Context: an optimization exercise on an open-source flow, tuned for small area. The choices shown serve that exercise and are no tape-out recipe. In this exercise RTL edits were held to simulation tests only and were not proved equivalent to the original. Power is estimated from default activity; no workload was simulated.

==> inputs of violet <==
==> flow/design.v <==
package mdio_pkg;
   typedef logic [5-1:0] mdio_addr_t;    
   typedef logic [16-1:0] mdio_word_t;    
   typedef enum logic [1:0]
   {
      op_write = 2'b01,
      op_read  = 2'b10
   } mdio_op_t;
   typedef struct packed
   {
      mdio_addr_t addr;     
      mdio_word_t data;     
   } mdio_reg_req_t;
endpackage
`timescale 1ns/1ps
module top_mdio_slave
(
   input  logic       mdc,
   input  logic       reset,
   input  logic       mdio,           
   input  logic [4:0] dev_addr,       
   output logic       mdio_data,      
   output logic       mdio_enable     
);
   localparam logic [15:0] ctrl_def = 16'h1140;
   localparam logic [15:0] id1      = 16'h2a5c;
   localparam logic [15:0] id2      = 16'h3e91;
   logic       pa;             
   logic       fr;             
   logic [4:0] cnt;
   logic       opb;            
   logic       mis;            
   logic [4:0] addr;           
   logic [3:0] ph;             
   logic [3:0] cap;            
   logic       en;
   always_ff @(posedge mdc or posedge reset)
   begin
      if (reset)
      begin
         pa <= 1'b0;
         fr <= 1'b0;
         en <= 1'b0;
         ph <= '0;
      end
      else
      begin
         ph <= ph + 4'd1;
         en <= fr && !opb && (cnt >= 5'd14) && (cnt != 5'd31);
         if (!fr)
         begin
            if (mdio)
               pa <= 1'b1;
            else
            begin
               pa <= 1'b0;
               if (pa && cnt == 5'd31)
                  fr <= 1'b1;
            end
         end
         else
         begin
            case (cnt)
               5'd0:  if (!mdio) fr <= 1'b0;
               5'd2:  if (mdio == opb) fr <= 1'b0;
               5'd12: if (mis) fr <= 1'b0;
               5'd13: if (!mdio) fr <= 1'b0;
               5'd14: if (opb && mdio) fr <= 1'b0;
               5'd31: fr <= 1'b0;
               default: ;
            endcase
         end
      end
   end
   always_ff @(posedge mdc)
   begin
      if (!fr)
      begin
         if (!pa)
            cnt <= '0;
         else if (!mdio)
            cnt <= '0;
         else if (cnt != 5'd31)
            cnt <= cnt + 5'd1;
      end
      else
         cnt <= cnt + 5'd1;
      if (fr && (cnt == 5'd1 || cnt == 5'd2))
         opb <= mdio;
      if (fr && cnt >= 5'd3 && cnt <= 5'd7)
         mis <= ((cnt == 5'd3) ? 1'b0 : mis) | (mdio ^ dev_addr[3'(5'd7 - cnt)]);
      if (fr && cnt >= 5'd8 && cnt <= 5'd12)
         addr <= {addr[3:0], mdio};
      if (fr && cnt == 5'd11)
         cap <= ph + 4'd5;
   end
   logic win, mclr, wpend, clrp;
   logic wpend_in, clrp_in;
   assign wpend_in = wpend | (fr && cnt == 5'd14 && opb && !mdio);
   assign clrp_in  = clrp  | (fr && cnt == 5'd15 && opb && addr == 5'd0 && mdio);
   always_ff @(posedge mdc or posedge reset)
   begin
      if (reset)
      begin
         win   <= 1'b1;
         mclr  <= 1'b1;
         wpend <= 1'b0;
         clrp  <= 1'b0;
      end
      else if (ph == 4'd15)
      begin
         win   <= wpend_in | clrp_in;
         mclr  <= clrp_in;
         wpend <= 1'b0;
         clrp  <= 1'b0;
      end
      else
      begin
         wpend <= wpend_in;
         clrp  <= clrp_in;
      end
   end
   logic [14:0] dl;
   logic [15:0] taps;
   logic [3:0]  dsel;
   logic        dbit;
   always_ff @(posedge mdc)
      dl <= {dl[13:0], mdio};
   assign taps = {dl, mdio};
   assign dsel = 4'd1 - cap;
   assign dbit = taps[dsel];
   logic [31:0][15:0] s;
   logic [31:0][3:0]  tq;        
   logic [31:0]       tsel;
   genvar r;
   generate
      for (r = 0; r < 32; r++)
      begin : g_reg
         if (r == 2 || r == 3)
         begin : g_id
            assign s[r]  = '0;
            assign tsel[r] = tsel[r - 2];
         end
         else
         begin : g_ring
            logic wsel, wbit;
            assign wsel = win && (mclr || addr == 5'(r));
            if (r == 0)
               assign wbit = mclr ? ctrl_def[4'd15 - ph] : dbit;
            else
               assign wbit = !mclr && dbit;
            always_ff @(posedge mdc)
               s[r] <= {s[r][14:0], wsel ? wbit : s[r][15]};
            assign tq[r]   = {s[r][11], s[r][7], s[r][3], s[r][15]};
            assign tsel[r] = tq[r][cap[3:2]];
         end
      end
   endgenerate
   logic x, x1, x2, x3, y;
   logic [3:0] xs;
   assign x = tsel[addr];
   always_ff @(posedge mdc)
   begin
      x1 <= x;
      x2 <= x1;
      x3 <= x2;
   end
   assign xs = {x3, x2, x1, x};
   assign y  = xs[cap[1:0]];
   logic idb;
   assign idb = addr[0] ? id2[~cnt[3:0]] : id1[~cnt[3:0]];
   assign mdio_data   = cnt[4] && ((addr[4:1] == 4'd1) ? idb : y);
   assign mdio_enable = en;
endmodule
==> flow/run.sh <==
#!/bin/bash
# synth_recipe.tcl (not shown) runs the flow's synth.tcl, then flattens the netlist and writes it again
# the make line also repeats each setting of config.mk as NAME=value (left out here)
make -C /OpenROAD-flow-scripts/flow DESIGN_CONFIG=/design/flow/config.mk WORK_HOME=/design/flow/orfs CLKGATE_MAP_FILE= SYNTH_SCRIPT=/design/flow/synth_recipe.tcl finish
==> flow/config.mk <==
export PLATFORM = sky130hd
export DESIGN_NAME = top_mdio_slave
export DESIGN_NICKNAME = top_mdio_slave
export VERILOG_FILES = /design/flow/design.v
export SDC_FILE = /design/flow/constraint.sdc
export NUM_CORES = 4
export LEC_CHECK = 0
export CAP_MARGIN = 20
export CORE_MARGIN = 2
export CORE_UTILIZATION = 40
export SLEW_MARGIN = 20
==> flow/constraint.sdc <==
create_clock -name core_clock -period 10.0 [get_ports {mdc}]
set_input_delay 2.0000 -clock core_clock [delete_from_list [all_inputs] [get_ports {mdc}]]
set_output_delay 2.0000 -clock core_clock [all_outputs]
set_load 0.01 [all_outputs]
==> fjord (differences from violet) <==
CORE_UTILIZATION = 60   (was 40)
CTS_BUF_LIST = sky130_fd_sc_hd__clkbuf_8   (was not set)
CTS_CLUSTER_DIAMETER = 60   (was not set)
CTS_CLUSTER_SIZE = 20   (was not set)
==> results.txt <==
	violet	fjord
Status	timing/DRC/antenna clean	timing/DRC/antenna clean
Area growth syn-to-layout	15.8%	6.12%
Wire length of the first global-routing pass	34.3 mm	34.4 mm
Global Route Usage Sum	0.125	0.184
CTS root buffer	sky130_fd_sc_hd__clkbuf_16	sky130_fd_sc_hd__clkbuf_8
H-tree levels	2	1
Met3 capacity usage during global routing	0.0253	0.0267
Power per unit of standard cell area	254 nW/µm²	211 nW/µm²
Met1 capacity usage during global routing	0.180	0.267
Number of nets in the final layout	961	947
Final cell count without fillers	1418	1211
Worst voltage drop across the vdd grid	0.153 mV	0.132 mV
Met3 Routed Length	872 µm	876 µm
Proportion of cell area occupied by multi-input gates	0.158	0.172
Core footprint	32700 µm²	21900 µm²
Final Routed Wirelength	21.4 mm	21.1 mm
Maximum clock frequency	0.170 GHz	0.177 GHz
Sequential share of power	0.535	0.704
TAP cells	442	280
Number of buffers added by the clock tree synthesis step	47	31
Maximum number of pins on one net before global-route repair	46	35
Register share of the cell area	0.692	0.755
Total of clock buffers placed in the layout	70	31
Setup slack of the most critical reg-to-reg path	6.11 ns	6.33 ns
Placer's final routability congestion estimate	0.791	0.830
Layout cells sized above 1	0.105	0.0720

## static timing again, ports no longer ideal
In the flow no input, the clock included, has a driving cell. The finished layouts below were timed again as built, in two steps.
Step 1: set_driving_cell puts a clkbuf_16 on mdc and a buf_2 on each other input, an assumption about the parent block.
Step 2 times the ports against the registers' clock, not the clock port: input delays grow and output delays shrink by t, the midpoint of the rising clock arrivals with the driver on.
a / b / c = ideal / step 1 / step 2; a / b = the first two.
| run | shift t [ns] | setup WS [ns] | worst hold slack (ns) |
|---|---|---|---|
| violet | 0.592 | 4.124 / 4.072 / 4.664 | 0.319 / 0.319 / 0.319 |
| fjord | 0.646 | 4.361 / 4.318 / 4.964 | 0.330 / 0.330 / 0.330 |
After both steps every run listed still meets setup and hold.
